Background: an optimization exercise with open tools, aiming at small area, a short achievable clock period and few clock cycles. Do not read the settings as production practice.
At most, simulation tests tie the RTL to the original design; equivalence was not proved.
No functional check of the RTL was part of run 1.

==> flow/design.v (outline; a module is shown in full before it is edited, if it fits) <==
// module cordic_rot_iter: 1569 lines
module cordic_rot_iter (
    input  logic        clk_i,
    input  logic        rst_i,
    input  logic        valid_i,
    output logic        ready_o,
    input  logic [63:0] angle_i,
    output logic        valid_o,
    input  logic        ready_i,
    output logic [63:0] cos_o,
    output logic [63:0] sin_o,
    output logic        range_err_o
);
  // ...
==> flow/run.sh <==
#!/bin/bash
# synth_recipe.tcl (not shown) runs the flow's synth.tcl, then flattens the netlist and writes it again
# the make line also repeats each setting of config.mk as NAME=value (left out here)
make -C /OpenROAD-flow-scripts/flow DESIGN_CONFIG=/design/flow/config.mk WORK_HOME=/design/flow/orfs CLKGATE_MAP_FILE= SYNTH_SCRIPT=/design/flow/synth_recipe.tcl finish
==> flow/config.mk <==
export PLATFORM = sky130hd
export DESIGN_NAME = cordic_rot_iter
export DESIGN_NICKNAME = cordic_rot_iter
export VERILOG_FILES = /design/flow/design.v
export SDC_FILE = /design/flow/constraint.sdc
export NUM_CORES = 4
export LEC_CHECK = 0
export CAP_MARGIN = 20
export CORE_MARGIN = 2
export CORE_UTILIZATION = 40
export SETUP_SLACK_MARGIN = 3.6
export SLEW_MARGIN = 20
==> flow/constraint.sdc <==
create_clock -name core_clock -period 8.0 [get_ports {clk_i}]
set_input_delay 1.6000 -clock core_clock [delete_from_list [all_inputs] [get_ports {clk_i}]]
set_output_delay 1.6000 -clock core_clock [all_outputs]
set_load 0.01 [all_outputs]
==> flow_summary.yaml, run 1 <==
run_status:
  status: "finished clean"
finish:
  clock_cell_area_share_pct: 4.664
  fin_nets: 20930
  fillers: 44160
  mostFrequentLayoutCells: "2,358 x edfxtp_1, 1,976 x xnor2_1, 1,948 x ha_1, 1,873 x a21oi_1, 1,115 x a21o_1"
  multi_input_area_share_pct: 52.77
  num-nonclk-buffers: 414
setup_path:
  crit_path_max_fanout: 22
  path_cells: "clkdlybuf4s50_1 > nor2b_4 > buf_12 > buf_4 > nor2_1 > a21oi_4 > buf_12 > ha_4 > buf_4 > nor2_1 > a21oi_1 > a21oi_1 > o221ai_1 > nor2_1 > a31oi_1"
  crit_cells: 15
  path_class: "in2reg"
  endpoint_kind: "flop"
  critPathLaunchType: "input pin"
routing:
  wl_per_cell_um: 20.22
  vias_per_cell: 5.589
  wirelength_um: 510500
  drtIter0Drc: 10840
  dr_wl_met3_um: 25480
floorplanning:
  initial_utilization_pct: 40.10
  std_cell_rows: 250
logic_synthesis:
  synth-edff-count: 2358
  synth_compound_area_share_pct: 20.48
  synth_largest_area_cell: "edfxtp_1"
  synth_top_area_share_pct: 38.15
  synthArstFlopShare_pct: 1.361
clocking:
  cts_root_buffer: "clkbuf_16"
  clock_latency_ps: 950
global_routing:
  met1_usage_pct: 27.35
sta:
  hold_viol_final: 0
  tightestPinTransition_ps: 1277
place:
  placed_area_um2: 195200
  dpl.cell_count: 24690
==> run 2, diff against run 1 <==
--- a/flow/design.v
+++ b/flow/design.v
@@ -1307,23 +1307,21 @@
     logic dcur_q32;
     logic signed [33:0] x_q32;
     logic signed [33:0] yp_q32;
     logic signed [33:0] x32, yp32;
     logic [34:0] xt31;
     assign xt31 = {34'(x_q32), 1'b1} + {34'(yp_q32 >>> 31), dcur_q32};
     assign x32 = xt31[34:1];
     assign yp32 = (34'(yp_q32) - 34'(x_q32 >>> 31)) ^ {34{dcur_q32}};
-    logic v_q33;
-    logic e_q33;
-    logic signed [33:0] x_q33;
-    logic signed [33:0] yp_q33;
-    assign valid_o = v_q33;
-    assign en = ~(valid_o & ~ready_i);
-    assign ready_o = en;
+    logic o_v, s_v, o_e, s_e, o_load, rdy_q;
+    logic signed [33:0] o_x, o_y, s_x, s_y;
+    assign en = ~s_v;
+    assign ready_o = rdy_q;   
+    assign o_load = ~o_v | ready_i;
     always_ff @(posedge clk_i or posedge rst_i) begin
         if (rst_i) begin
             v_q1 <= 1'b0;
             v_q2 <= 1'b0;
             v_q3 <= 1'b0;
             v_q4 <= 1'b0;
             v_q5 <= 1'b0;
             v_q6 <= 1'b0;
@@ -1348,51 +1346,62 @@
             v_q25 <= 1'b0;
             v_q26 <= 1'b0;
             v_q27 <= 1'b0;
             v_q28 <= 1'b0;
             v_q29 <= 1'b0;
             v_q30 <= 1'b0;
             v_q31 <= 1'b0;
             v_q32 <= 1'b0;
-            v_q33 <= 1'b0;
-        end else if (en) begin
-            v_q1 <= valid_i;
-            v_q2 <= v_q1;
-            v_q3 <= v_q2;
-            v_q4 <= v_q3;
-            v_q5 <= v_q4;
-            v_q6 <= v_q5;
-            v_q7 <= v_q6;
-            v_q8 <= v_q7;
-            v_q9 <= v_q8;
-            v_q10 <= v_q9;
-            v_q11 <= v_q10;
-            v_q12 <= v_q11;
-            v_q13 <= v_q12;
-            v_q14 <= v_q13;
-            v_q15 <= v_q14;
-            v_q16 <= v_q15;
-            v_q17 <= v_q16;
-            v_q18 <= v_q17;
-            v_q19 <= v_q18;
-            v_q20 <= v_q19;
-            v_q21 <= v_q20;
-            v_q22 <= v_q21;
-            v_q23 <= v_q22;
-            v_q24 <= v_q23;
-            v_q25 <= v_q24;
-            v_q26 <= v_q25;
-            v_q27 <= v_q26;
-            v_q28 <= v_q27;
-            v_q29 <= v_q28;
-            v_q30 <= v_q29;
-            v_q31 <= v_q30;
-            v_q32 <= v_q31;
-            v_q33 <= v_q32;
+            o_v <= 1'b0;
+            s_v <= 1'b0;
+            rdy_q <= 1'b1;
+        end else begin
+            if (en) begin
+                v_q1 <= valid_i;
+                v_q2 <= v_q1;
+                v_q3 <= v_q2;
+                v_q4 <= v_q3;
+                v_q5 <= v_q4;
+                v_q6 <= v_q5;
+                v_q7 <= v_q6;
+                v_q8 <= v_q7;
+                v_q9 <= v_q8;
+                v_q10 <= v_q9;
+                v_q11 <= v_q10;
+                v_q12 <= v_q11;
+                v_q13 <= v_q12;
+                v_q14 <= v_q13;
+                v_q15 <= v_q14;
+                v_q16 <= v_q15;
+                v_q17 <= v_q16;
+                v_q18 <= v_q17;
+                v_q19 <= v_q18;
+                v_q20 <= v_q19;
+                v_q21 <= v_q20;
+                v_q22 <= v_q21;
+                v_q23 <= v_q22;
+                v_q24 <= v_q23;
+                v_q25 <= v_q24;
+                v_q26 <= v_q25;
+                v_q27 <= v_q26;
+                v_q28 <= v_q27;
+                v_q29 <= v_q28;
+                v_q30 <= v_q29;
+                v_q31 <= v_q30;
+                v_q32 <= v_q31;
+            end
+            if (o_load) begin
+                o_v <= s_v | v_q32;
+                s_v <= 1'b0;
+                rdy_q <= 1'b1;
+            end else if (en) begin
+                s_v <= v_q32;
+                rdy_q <= ~v_q32;
+            end
         end
     end
     always_ff @(posedge clk_i) begin
         if (en) begin
             e_q1 <= e0;
             z_q1 <= z1;
             d0_q1 <= d0;
             e_q2 <= e_q1;
@@ -1553,17 +1562,25 @@
             dcur_q31 <= d30;
             zb_q31 <= zbd30;
             x_q31 <= x30;
             yp_q31 <= yp30;
             e_q32 <= e_q31;
             dcur_q32 <= d31;
             x_q32 <= x31;
             yp_q32 <= yp31;
-            e_q33 <= e_q32;
-            x_q33 <= x32;
-            yp_q33 <= yp32;
+        end
+        if (o_load) begin
+            o_x <= s_v ? s_x : x32;
+            o_y <= s_v ? s_y : yp32;
+            o_e <= s_v ? s_e : e_q32;
+        end
+        if (en) begin
+            s_x <= x32;
+            s_y <= yp32;
+            s_e <= e_q32;
         end
     end
-    assign cos_o = {{30{x_q33[33]}}, x_q33};
-    assign sin_o = {{30{yp_q33[33]}}, yp_q33};
-    assign range_err_o = e_q33;
+    assign valid_o = o_v;
+    assign cos_o = {{30{o_x[33]}}, o_x};
+    assign sin_o = {{30{o_y[33]}}, o_y};
+    assign range_err_o = o_e;
 endmodule
==> flow/config.mk (replaced) <==
export PLATFORM = sky130hd
export DESIGN_NAME = cordic_rot_iter
export DESIGN_NICKNAME = cordic_rot_iter
export VERILOG_FILES = /design/flow/design.v
export SDC_FILE = /design/flow/constraint.sdc
export NUM_CORES = 4
export LEC_CHECK = 0
export CAP_MARGIN = 20
export CORE_MARGIN = 2
export CORE_UTILIZATION = 40
export CTS_BUF_LIST = sky130_fd_sc_hd__clkbuf_4 sky130_fd_sc_hd__clkbuf_8
export SETUP_SLACK_MARGIN = 4.0
export SLEW_MARGIN = 20
==> flow_summary.yaml, run 2 <==
finish:
  fin_nets: 21040
  mostFrequentLayoutCells: "2,358 x edfxtp_1, 1,950 x ha_1, 1,907 x xnor2_1, 1,700 x a21oi_1, 1,091 x nor2_1"
  drive_gt1_share_pct: 6.893
  area_delta_synth_final_pct: 10.71
  final_common_cell: "edfxtp_1"
global_routing:
  met1_usage_pct: 26.31
  met3_usage_pct: 2.641
  grt_usage_pct: 20.22
  grt_pass1_wl_um: 767600
  grt.met2_usage_pct: 34.04
  overflow: 0
  grt_max_degree: 189
  top_usage_layer: "met2"
  first_global_vias: 136400
  antenna_found_initial: 7
flow_run:
  drv_cap: 0
logic_synthesis:
  yosys_warnings: 1
  synth_top_area_share_pct: 38.00
  avgSynthCellArea_um2: 10.04
  synthTopCellsByArea: "edfxtp_1 38%, ha_1 13%, xnor2_1 9.0%, a21oi_1 4.6%, a21o_1 3.7%"
  synthFlopType: "edfxtp_1"
  synth-edff-count: 2358
  synth_most_common_cell: "edfxtp_1"
  synth-seq-cells: 2495
  synthArstFlopShare_pct: 1.403
  synthCells: 18560
  synth_largest_area_cell: "edfxtp_1"
  yosys-top-cells-count: "2,358 x edfxtp_1, 1,956 x ha_1, 1,908 x xnor2_1"
  syn_nets: 20650
  ys_seq_area_share_pct: 39.57
  synth_area_um2: 186300
  yosysUniqueCellTypes: 106
setup_path:
  crit_required_ps: 8880
  crit_path_top_delay_cell: "o311ai_0"
  critPathLaunchType: "flop"
  critical_path.max_stage_delay_ps: 900
  path_cells: "buf_6 > ha_1 > buf_4 > nor2_1 > a211oi_1 > o311ai_0 > o31ai_1 > a21oi_1"
  r2r_cells: 8
  crit_path_max_fanout: 33
  timing.rr.end: "x_q8[23]$_DFFE_PN_"
  path_class: "reg2reg"
  crit_arrival_ps: 4880
  endpoint_kind: "flop"
  timing.rr.start: "d0_q1_q2_q3_q4_q5_q6_q7$_DFFE_PN_"
  r2r_slack_ps: 4010
sta:
  finalCritPeriodShare_pct: 49.91
  rsz0062_at_grt: "true"
  hold_viol_final: 0
  fin_crit_ps: 3993
  tightestPinTransition_ps: 1236
  tns_ps: 0
  fmax_ghz: 0.2505
  slew-limit-headroom_pct: 17.29
  clock_skew_ps: 70.44
  maxSlewViolCount: 0
  finalSetupViolCount: 0
  layout_setup_ws_ps: 4007
  timing.hold.ws_ps: 389.1
routing:
  drc_errors: 0
  drtIter0Drc: 10010
  wl_per_cell_um: 19.48
  vias_per_cell: 5.585
  wirelength_um: 496600
  dr.pass1.iters: 6
  ant_nets: 0
  num_vias: 142400
clocking:
  h-tree-depth: 5
  numCtsBuffers: 437
  cts_root_buffer: "clkbuf_8"
  clockBufferDepth: 4
  cts.sinks: 2495
  clock_latency_ps: 1180
  cts_tree: "built"
  clk_pin_slew_ps: 70
place:
  gp_congestion: 0.9880
  io_buffers: 198
  post-dp-hpwl_um: 370900
  dp_slack_ps: 1638
floorplanning:
  pin_count: 199
  die_x_um: 686.5
  core_um2: 463900
  fp.dieH_um: 686.5
  die_area_um2: 471300
  initial_utilization_pct: 40.17
  std_cell_rows: 250
min_path:
  min_to: "e_q12$_DFFE_PN_"
  min_path_cells: 0
  min_path_type: "reg2reg"
  min_from: "e_q11$_DFFE_PN_"
run_status:
  status: "finished clean"
## run 2: how the worst max path moves through the flow
stage | endpoint | slack, ps | start
global placement | z_q1[31]$_DFFE_PN_ | 1650 | angle_i[33]
CTS | sin_o[54] | 3910 | o_y[33]$_DFFE_PN_
finish | x_q8[23]$_DFFE_PN_ | 4010 | d0_q1_q2_q3_q4_q5_q6_q7$_DFFE_PN_
floorplan | o_y[17]$_DFFE_PN_ | 800 | s_v$_DFF_PP0_
detailed placement | z_q1[31]$_DFFE_PN_ | 1640 | angle_i[33]
global route | yp_q32[33]$_DFFE_PN_ | 3950 | x_q31[31]$_DFFE_PN_
## run 2: metal layers
metal  share of wire (%)  routed length, um  up-vias
met4                 4.3              21420        2
met5              0.0022                 11        -
li1                    -                  -    70330
met2                  47             231400     3659
met1                  44             218200    67260
met3                 5.2              25590     1115
## run 2: cell type report
type	instances	area, um^2
repair inverters	2	10.01
inverters	923	3523
fillers	44010	257600
flip-flops and latches	2495	73730
multi-input cells	14670	108100
well taps	6174	7725
diodes	9	22.52
clock buffers	560	7051
clock inverters	238	2230
repair buffers	421	3897
## run 2: stage by stage
step	std cells	utilization (%)	cell area, um^2
after CTS	25450	44.31	205500
after floorplan	18560	-	186400
final	25490	44.47	206300
after detailed placement	24620	42.23	195900
after global placement	24620	42.23	195900
after global routing	25490	44.46	206300
## run 2: worst max-delay path, delay by kind of cell, from the launching register on
family	cells	cell delay [ps]
buffers and inverters	2	470
AOI/OAI and AO/OA	4	1900
and+or+nand+nor	1	650
adders and majority gates	1	240
DFF	1	420
## run 2: logic make-up after synthesis
| family | after synthesis | synth area share [%] |
|---|---|---|
| flops | 2495 | 39.57 |
| buf+inv | 1395 | 2.935 |
| simple gates | 4275 | 11.18 |
| xor+xnor | 2594 | 12.19 |
| fa+ha+maj | 2016 | 13.78 |
| mux | 79 | 0.4828 |
| compound gates | 5707 | 19.86 |
## run 2: repair_timing
action	CTS	global route
gates cloned	1	3
endpoints found under the setup margin	151	186
buffers inserted	29	36
hold endpoints to repair	0	0
resized for setup	101	139
pin swaps	0	9
hold buffers	0	0
Testbench counts of run 2, summed over its fixed seeds: cycles 1,864.
==> run 3, diff against run 2 <==
--- a/flow/config.mk
+++ b/flow/config.mk
@@ -9,5 +9,5 @@
 export CORE_MARGIN = 2
 export CORE_UTILIZATION = 40
 export CTS_BUF_LIST = sky130_fd_sc_hd__clkbuf_4 sky130_fd_sc_hd__clkbuf_8
-export SETUP_SLACK_MARGIN = 4.0
+export SETUP_SLACK_MARGIN = 4.5
 export SLEW_MARGIN = 20
==> flow_summary.yaml, run 3 <==
sta:
  finalSetupViolCount: 0
  finalCritPeriodShare_pct: 45.44
  rsz0062_at_grt: "true"
  maxSlewViolCount: 0
  tns_ps: 0
  fin_crit_ps: 3635
  fmax_ghz: 0.2751
  slew-limit-headroom_pct: 21.23
  clock_skew_ps: 78.27
  tightestPinTransition_ps: 1177
  hold_viol_final: 0
global_routing:
  overflow: 0
  grt_usage_pct: 20.54
  antenna_found_initial: 6
  first_global_vias: 137900
  grt_pass1_wl_um: 778800
  grt_max_degree: 189
floorplanning:
  core_um2: 463900
  initial_utilization_pct: 40.17
  die_x_um: 686.5
  fp.dieH_um: 686.5
  die_area_um2: 471300
  pin_count: 199
  std_cell_rows: 250
routing:
  dr.pass1.iters: 9
  ant_nets: 0
  vias_per_cell: 5.605
  wl_per_cell_um: 19.77
  drtIter0Drc: 10460
  drc_errors: 0
  wirelength_um: 509300
  num_vias: 144400
logic_synthesis:
  synthArstFlopShare_pct: 1.403
  synth_top_area_share_pct: 38.00
  synth_area_um2: 186300
  synth-seq-cells: 2495
  yosys_warnings: 1
  synth-edff-count: 2358
  synthFlopType: "edfxtp_1"
  syn_nets: 20650
  yosysUniqueCellTypes: 106
  synthCells: 18560
  avgSynthCellArea_um2: 10.04
  synth_most_common_cell: "edfxtp_1"
  synthTopCellsByArea: "edfxtp_1 38%, ha_1 13%, xnor2_1 9.0%, a21oi_1 4.6%, a21o_1 3.7%"
  synth_largest_area_cell: "edfxtp_1"
  yosys-top-cells-count: "2,358 x edfxtp_1, 1,956 x ha_1, 1,908 x xnor2_1"
  ys_seq_area_share_pct: 39.57
setup_path:
  crit_path_max_fanout: 8
  critical_path.max_stage_delay_ps: 420
  path_class: "reg2out"
  crit_top_cell: "buf_6"
  crit_arrival_ps: 2030
  path_cells: "buf_6 > buf_6 > buf_2"
  critPathLaunchType: "flop"
  endpoint_kind: "output port"
  r2r_cells: 8
  crit_required_ps: 6400
  crit_path_top_delay_cell: "edfxtp_1"
finish:
  fillers: 43570
  fin_cells: 25760
  area_delta_synth_final_pct: 13.81
  mostFrequentLayoutCells: "2,358 x edfxtp_1, 1,904 x xnor2_1, 1,894 x ha_1, 1,632 x a21oi_1, 1,069 x nor2_1"
  final_common_cell: "edfxtp_1"
  fin_nets: 21300
  drive_gt1_share_pct: 11.38
place:
  io_buffers: 198
  gp_congestion: 0.9880
  dpl.cell_count: 24620
  post-dp-hpwl_um: 370900
clocking:
  clock_latency_ps: 1170
  clockBufferDepth: 4
  clk_pin_slew_ps: 70
  cts_root_buffer: "clkbuf_8"
  h-tree-depth: 5
  cts_tree: "built"
  cts.sinks: 2495
  numCtsBuffers: 437
run_status:
  status: "finished clean"
min_path:
  min_path_type: "reg2reg"
  min_path_cells: 0
flow_run:
  drv_cap: 0
run 3: cell counts after synthesis:
No cell type changed its count.
run 3: area by class of cell:
class | instances | area (um^2) | area share, %
Multi-Input combinational cell | 14670 | 111600 | 52.62
Sequential cell | 2495 | 73730 | 34.77
Tap cell | 6174 | 7725 | 3.643
Clock buffer | 560 | 7051 | 3.325
Timing Repair Buffer | 682 | 6125 | 2.888
Inverter | 923 | 3546 | 1.672
Clock inverter | 238 | 2230 | 1.051
Timing Repair inverter | 6 | 41.29 | 0.01947
Antenna cell | 8 | 20.02 | 0.009440
run 3: worst paths after layout:
path,start,slack (ps),to
hold reg to reg,e_q11$_DFFE_PN_,380,e_q12$_DFFE_PN_
max in group asynchronous,rst_i,6820,s_v$_DFF_PP0_
hold / removal,e_q11$_DFFE_PN_,380,e_q12$_DFFE_PN_
setup / recovery,o_y[33]$_DFFE_PN_,4370,sin_o[63]
min in group asynchronous,rst_i,840,v_q1$_DFFE_PP0N_
setup reg to reg,d0_q1_q2_q3_q4_q5_q6_q7$_DFFE_PN_,4400,x_q8[23]$_DFFE_PN_
run 3: worst max-delay path: cells and delay by family (launching register included):
kind | cells | cell delay [ps]
flip-flops | 1 | 420
buffers and inverters | 3 | 440
run 3: per-stage QoR:
| step | cell area [um^2] | setup WS [ps] | util, % | hold WS (ps) |
|---|---|---|---|---|
| floorplan | 186400 | 803.0 | - | 400.3 |
| global placement | 195900 | 1648 | 42.23 | 401.3 |
| detailed placement | 195900 | 1638 | 42.23 | 404.5 |
| CTS | 208300 | 4214 | 44.90 | 381.9 |
| global route | 212000 | 4235 | 45.71 | 386.2 |
| finish | 212100 | 4365 | 45.71 | 383.3 |
run 3: logic make-up after synthesis:
| logic type | after synthesis | share of synthesized area (%) |
|---|---|---|
| AOI/OAI and AO/OA | 5707 | 19.86 |
| and+or+nand+nor | 4275 | 11.18 |
| xor gates and xnor gates | 2594 | 12.19 |
| DFF | 2495 | 39.57 |
| adders and majority gates | 2016 | 13.78 |
| buffers and inverters | 1395 | 2.935 |
| muxes | 79 | 0.4828 |
run 3: metal layers:
metal / wire length, um / track usage (%) / up-vias / part of all wire (%)
li1: - / - / 70860 / -
met1: 221700 / 26.68 / 68550 / 44
met2: 238600 / 34.56 / 3785 / 47
met3: 26900 / 2.756 / 1187 / 5.3
met4: 22150 / 8.201 / 2 / 4.3
met5: 13 / 0 / - / 0.0026
run 3: timing repair:
action,CTS,global route
gates resized for setup,1036,536
gates cloned,12,6
hold buffers,0,0
buffers inserted,166,151
setup endpoints to repair,1038,427
pin swaps,82,193
==> run 4, diff against run 3 <==
--- a/flow/config.mk
+++ b/flow/config.mk
@@ -7,7 +7,7 @@
 export LEC_CHECK = 0
 export CAP_MARGIN = 20
 export CORE_MARGIN = 2
-export CORE_UTILIZATION = 40
+export CORE_UTILIZATION = 55
 export CTS_BUF_LIST = sky130_fd_sc_hd__clkbuf_4 sky130_fd_sc_hd__clkbuf_8
 export SETUP_SLACK_MARGIN = 4.5
 export SLEW_MARGIN = 20
==> flow_summary.yaml, run 4 <==
finish:
  fin_nets: 21270
  area_delta_synth_final_pct: 12.60
  mostFrequentLayoutCells: "2,358 x edfxtp_1, 1,904 x xnor2_1, 1,900 x ha_1, 1,641 x a21oi_1, 1,069 x nor2_1"
  fillers: 28620
  final_common_cell: "edfxtp_1"
  drive_gt1_share_pct: 10.41
  final_cell_area_um2: 209800
  fin_util_pct: 62.28
clocking:
  cts_root_buffer: "clkbuf_8"
  cts_tree: "built"
  h-tree-depth: 5
  clock_latency_ps: 1160
  numCtsBuffers: 433
  clockBufferDepth: 4
  clk_pin_slew_ps: 60
  holdBufCountCts: 0
  cts.sinks: 2495
flow_run:
  drv_cap: 0
logic_synthesis:
  avgSynthCellArea_um2: 10.04
  yosys_warnings: 1
  synth_largest_area_cell: "edfxtp_1"
  yosysUniqueCellTypes: 106
  synth_area_um2: 186300
  synth-seq-cells: 2495
  synth-edff-count: 2358
  yosys-top-cells-count: "2,358 x edfxtp_1, 1,956 x ha_1, 1,908 x xnor2_1"
  syn_nets: 20650
  ys_seq_area_share_pct: 39.57
  synthFlopType: "edfxtp_1"
  synthCells: 18560
  synth_top_area_share_pct: 38.00
  synthArstFlopShare_pct: 1.403
  synth_most_common_cell: "edfxtp_1"
  synthTopCellsByArea: "edfxtp_1 38%, ha_1 13%, xnor2_1 9.0%, a21oi_1 4.6%, a21o_1 3.7%"
sta:
  fin_crit_ps: 3588
  slew-limit-headroom_pct: 18.28
  fmax_ghz: 0.2787
  hold_viol_final: 0
  finalCritPeriodShare_pct: 44.85
  finalSetupViolCount: 0
  maxSlewViolCount: 0
  tightestPinTransition_ps: 1221
  rsz0062_at_grt: "true"
  tns_ps: 0
  clock_skew_ps: 74.19
global_routing:
  grt_max_degree: 186
  overflow: 0
  grt_pass1_wl_um: 784900
  grt_usage_pct: 28.78
  antenna_found_initial: 13
  first_global_vias: 138100
setup_path:
  crit_family: "compound AO/OA/AOI/OAI gates"
  crit_path_top_delay_cell: "edfxtp_1"
  crit_path_max_fanout: 4
  endpoint_kind: "flop"
  crit_arrival_ps: 4440
  path_class: "reg2reg"
  crit_required_ps: 8850
  critPathLaunchType: "flop"
  path_cells: "clkinvlp_4 > ha_4 > a21o_1 > or3_1 > o21a_1 > a2111o_1 > a311o_2 > a31oi_4 > o21ai_4 > nor4_4 > nor3b_1 > o311a_1"
  crit_buf_inv: 1
  critical_path.max_stage_delay_ps: 430
floorplanning:
  initial_utilization_pct: 55.31
  pin_count: 199
  std_cell_rows: 213
  fp.dieH_um: 586.0
  die_x_um: 586.0
  core_um2: 336900
  die_area_um2: 343400
min_path:
  min_path_type: "reg2reg"
routing:
  dr.pass1.iters: 9
  drc_errors: 0
  wl_per_cell_um: 21.34
  num_vias: 145300
  drtIter0Drc: 12050
  wirelength_um: 513800
  vias_per_cell: 6.036
  ant_nets: 0
run_status:
  status: "finished clean"
place:
  io_buffers: 198
  post-dp-hpwl_um: 372100
  gp_congestion: 0.9686
  placed_area_um2: 193800
[run 4: changes by cell type in the layout (fill, tap and decap cells not counted), sizes merged]
cell | before | now
buf | 607 | 484
dlygate4sd2 | 2 | 48
clkdlybuf4s15 | 0 | 43
bufinv | 38 | 45
clkbuf | 564 | 567
bufbuf | 5 | 7
clkinvlp | 41 | 39
diode | 8 | 9
dlymetal6s2s | 2 | 3
inv | 921 | 922
[run 4: metal layers]
metal / global-route usage [%] / up-vias / wire length, um
met1: 37.52 / 69000 / 221100
met3: 4.160 / 1266 / 28900
li1: - / 70850 / -
met5: 0 / - / 109
met4: 10.81 / 12 / 21090
met2: 48.45 / 4206 / 242600
[run 4: worst register-to-register path, cell delays in order (launching register included)]
cell	delay [ps]
edfxtp_1	430
clkinvlp_4	160
ha_4	250
a21o_1	200
or3_1	320
o21a_1	180
a2111o_1	320
a311o_2	430
a31oi_4	260
o21ai_4	110
nor4_4	260
nor3b_1	90
o311a_1	310
[run 4: through the flow]
step                      setup WS, ps  hold WS [ps]  cells
after floorplan                  803.0         400.3  18560
after global placement            2172         400.4  22940
after detailed placement          2272         404.5  22940
after CTS                         4270         352.8  23880
after global routing              4289         359.1  24070
final                             4412         383.4  24080
[run 4: worst paths after layout]
path	slack, ps	depth (start not counted)	end	startpoint
max	4410	12	z_q4[24]$_DFFE_PN_	z_q3[30]$_DFFE_PN_
min	380	0	zb_q14[10]$_DFFE_PN_	zb_q13[10]$_DFFE_PN_
max reg2reg	4410	12	z_q4[24]$_DFFE_PN_	z_q3[30]$_DFFE_PN_
min reg2reg	380	0	zb_q14[10]$_DFFE_PN_	zb_q13[10]$_DFFE_PN_
max in group asynchronous	6780	3	s_v$_DFF_PP0_	rst_i
min in group asynchronous	880	3	v_q24$_DFFE_PP0N_	rst_i
[run 4: final cells by class]
cell class                 count  area, um^2  area share [%]
timing repair buffer         653        6297           3.001
sequential                  2495       73730           35.14
inverter                     923        3547           1.691
timing repair inverter         5       30.03         0.01431
clock buffer                 561        7058           3.364
clock inverter               245        2444           1.165
tap                         4515        5649           2.693
multi-input combinational  14670      111000           52.92
antenna                        9       22.52         0.01073
[run 4: kinds of logic (layout without fill, tap and decap cells)]
group | after synthesis | count (layout) | share of synthesized area (%)
AOI/OAI and AO/OA | 5707 | 5708 | 19.86
and+or+nand+nor | 4275 | 4275 | 11.18
adders and majority gates | 2016 | 2016 | 13.78
other | 0 | 9 | 0
DFF | 2495 | 2495 | 39.57
muxes | 79 | 79 | 0.4828
buffers and inverters | 1395 | 2387 | 2.935
xor gates and xnor gates | 2594 | 2594 | 12.19
[run 4: repair_timing]
item / 4_1_cts / 5_1_grt
gates resized for setup: 687 / 512
pin swaps: 61 / 193
setup buffers: 113 / 186
hold endpoints to repair: 0 / 0
cloned: 13 / 7
setup endpoints to repair: 646 / 809
==> run 5, diff against run 4 <==
--- a/flow/config.mk
+++ b/flow/config.mk
@@ -7,7 +7,7 @@
 export LEC_CHECK = 0
 export CAP_MARGIN = 20
 export CORE_MARGIN = 2
-export CORE_UTILIZATION = 55
+export CORE_UTILIZATION = 40
 export CTS_BUF_LIST = sky130_fd_sc_hd__clkbuf_4 sky130_fd_sc_hd__clkbuf_8
-export SETUP_SLACK_MARGIN = 4.5
+export SETUP_SLACK_MARGIN = 5.0
 export SLEW_MARGIN = 20
==> flow_summary.yaml, run 5 <==
sta:
  clock_skew_ps: 76.21
  tns_ps: 0
  fin_crit_ps: 3653
  rsz0062_at_grt: "true"
  layout_setup_ws_ps: 4347
  slew-limit-headroom_pct: 29.02
  fmax_ghz: 0.2738
  maxSlewViolCount: 0
  finalSetupViolCount: 0
  tightestPinTransition_ps: 1065
  finalCritPeriodShare_pct: 45.66
  hold_viol_final: 0
logic_synthesis:
  syn_nets: 20650
  synth_xor_area_share_pct: 12.19
  synthCells: 18560
  synth-simple-area-share_pct: 11.18
  synthFlopType: "edfxtp_1"
  synthTopCellsByArea: "edfxtp_1 38%, ha_1 13%, xnor2_1 9.0%, a21oi_1 4.6%, a21o_1 3.7%"
  synth_area_um2: 186300
  synth_compound_area_share_pct: 19.86
  synth_top_family_by_area: "compound AO/OA/AOI/OAI gates"
  synth_most_common_cell: "edfxtp_1"
  synth-seq-cells: 2495
  yosysUniqueCellTypes: 106
  synthArstFlopShare_pct: 1.403
  yosys_warnings: 1
  yosys-top-cells-count: "2,358 x edfxtp_1, 1,956 x ha_1, 1,908 x xnor2_1"
  synth_fa_ha_area_share_pct: 13.78
  avgSynthCellArea_um2: 10.04
  synthMuxAreaShare_pct: 0.4828
  ys_seq_area_share_pct: 39.57
  synth_largest_area_cell: "edfxtp_1"
  synth_top_area_share_pct: 38.00
  synth-edff-count: 2358
finish:
  final_common_cell: "edfxtp_1"
  fin_cells: 27120
  drive_gt1_share_pct: 26.34
  fin_nets: 22670
  area_delta_synth_final_pct: 28.50
  mostFrequentLayoutCells: "2,358 x edfxtp_1, 1,826 x xnor2_1, 1,425 x ha_1, 1,347 x buf_4, 1,308 x a21oi_1"
  final_cell_area_um2: 239400
  fillers: 40680
clocking:
  clock_latency_ps: 1190
  cts_tree: "built"
  holdBufCountCts: 0
  clk_pin_slew_ps: 70
  clockBufferDepth: 4
  h-tree-depth: 5
  numCtsBuffers: 437
  cts_root_buffer: "clkbuf_8"
  cts.sinks: 2495
setup_path:
  crit_arrival_ps: 2050
  endpoint_kind: "output port"
  crit_path_max_fanout: 8
  path_class: "reg2out"
  r2r_cells: 13
  critPathLaunchType: "flop"
  crit_required_ps: 6400
routing:
  dr.pass1.iters: 6
  drc_errors: 0
  wirelength_um: 558900
  vias_per_cell: 5.644
  ant_nets: 0
  wl_per_cell_um: 20.61
  num_vias: 153100
  drtIter0Drc: 11330
min_path:
  min_path_cells: 0
  min_path_type: "reg2reg"
floorplanning:
  fp.dieH_um: 686.5
  std_cell_rows: 250
  core_um2: 463900
  die_x_um: 686.5
  initial_utilization_pct: 40.17
  pin_count: 199
  die_area_um2: 471300
run_status:
  status: "finished clean"
place:
  io_buffers: 198
  placed_area_um2: 195900
  gp_congestion: 0.9880
  dpl.cell_count: 24620
  dp_slack_ps: 1638
  post-dp-hpwl_um: 370900
flow_run:
  drv_cap: 0
global_routing:
  antenna_found_initial: 12
  grt_usage_pct: 21.91
  overflow: 0
  grt_max_degree: 182
  grt_pass1_wl_um: 829100
  first_global_vias: 146300
==> run 5: routing by layer <==
metal / vias up / track usage (%) / share of wire (%)
met1: 73570 / 27.91 / 42
met3: 1454 / 3.046 / 5.6
li1: 73620 / - / -
met2: 4433 / 37.30 / 48
met4: 8 / 9.051 / 4.7
met5: - / 0 / 0.0077
==> run 5: per-stage QoR <==
step                hold slack, ps  util [%]
floorplan                    400.3         -
global placement             401.3     42.23
CTS                          381.9     48.64
detailed placement           404.5     42.23
finish                       382.4     51.62
global route                 388.9     51.61
==> run 5: cell type report <==
| class | instances | area, um^2 | share of cell area, % |
|---|---|---|---|
| Antenna cell | 6 | 15.01 | 0.006271 |
| Inverter | 923 | 3635 | 1.518 |
| Clock buffer | 560 | 7051 | 2.945 |
| Timing Repair Buffer | 2048 | 19420 | 8.111 |
| Timing Repair inverter | 7 | 48.80 | 0.02038 |
| Clock inverter | 238 | 2230 | 0.9312 |
| Sequential cell | 2495 | 73730 | 30.79 |
| Tap cell | 6174 | 7725 | 3.226 |
| Multi-Input combinational cell | 14670 | 125600 | 52.45 |
==> run 5: worst max-delay path, stage by stage, from the launching register on <==
cell	delay [ps]
edfxtp_1	420
buf_6	150
buf_6	140
buf_2	150
==> run 5: path summary, 6_finish.rpt <==
path	start	to	slack [ps]
worst min-delay path	e_q11$_DFFE_PN_	e_q12$_DFFE_PN_	380
max in group asynchronous	rst_i	s_v$_DFF_PP0_	6840
worst max-delay path	o_y[33]$_DFFE_PN_	sin_o[63]	4350
min in group asynchronous	rst_i	v_q1$_DFFE_PP0N_	810
worst max register to register	z_q3[30]$_DFFE_PN_	z_q4[24]$_DFFE_PN_	4440
worst min register to register	e_q11$_DFFE_PN_	e_q12$_DFFE_PN_	380
==> run 5: cell families after synthesis <==
| kind of cell | Yosys count |
|---|---|
| multiplexers | 79 |
| flip-flops | 2495 |
| AO/OA/AOI/OAI | 5707 |
| adder cells (fa/ha/maj) | 2016 |
| buffers and inverters | 1395 |
| AND/OR/NAND/NOR | 4275 |
| XOR/XNOR | 2594 |
==> run 5: timing repair <==
item                                   in CTS  in global routing
gates resized for setup                  3093               1755
pin swaps                                1018               1253
endpoints found under the hold margin       0                  0
cloned                                     43                 23
buffers inserted                          957                679
setup endpoints to repair                2875               1221

==> port drivers added, routing unchanged <==
How much do the figures lean on ideal ports? The routed layouts below were timed once more, with nothing changed but the port constraints. Step 1, drivers: a clkbuf_16 drives clk_i and a buf_2 each remaining input, both assumed. Step 2 adds t to the input delays and takes it off the output delays; t is the mean of the earliest and latest rising clock arrival at the registers after step 1. Input paths then give back, and output paths get back, about the clock's delay inside the block. a / b / c = no drivers / after step 1 / after step 2; a / b = the first two.
| run | shift t [ns] | setup WS [ns] | hold WS [ns] | latest minus earliest clock arrival (ns) | worst slew at a driven data input, ns |
|---|---|---|---|---|---|
| run 1 | 1.052 | 3.585 / 3.630 / 2.631 | 0.399 / 0.399 / 0.399 | 0.065 / 0.066 | 0.04 |
| run 2 | 1.267 | 4.007 / 3.983 / 3.060 | 0.389 / 0.389 / 0.389 | 0.087 / 0.087 | 0.05 |
| run 3 | 1.257 | 4.365 / 4.249 / 3.292 | 0.383 / 0.383 / 0.383 | 0.099 / 0.098 | 0.06 |
| run 4 | 1.216 | 4.412 / 4.315 / 3.413 | 0.383 / 0.383 / 0.383 | 0.088 / 0.088 | 0.04 |
| run 5 | 1.290 | 4.347 / 4.228 / 3.424 | 0.382 / 0.382 / 0.382 | 0.113 / 0.113 | 0.12 |
After both steps setup and hold are still met in every run listed. The setup slack of run 3, which loses most, moves by -0.116 ns with the drivers and by -1.073 ns with both steps.
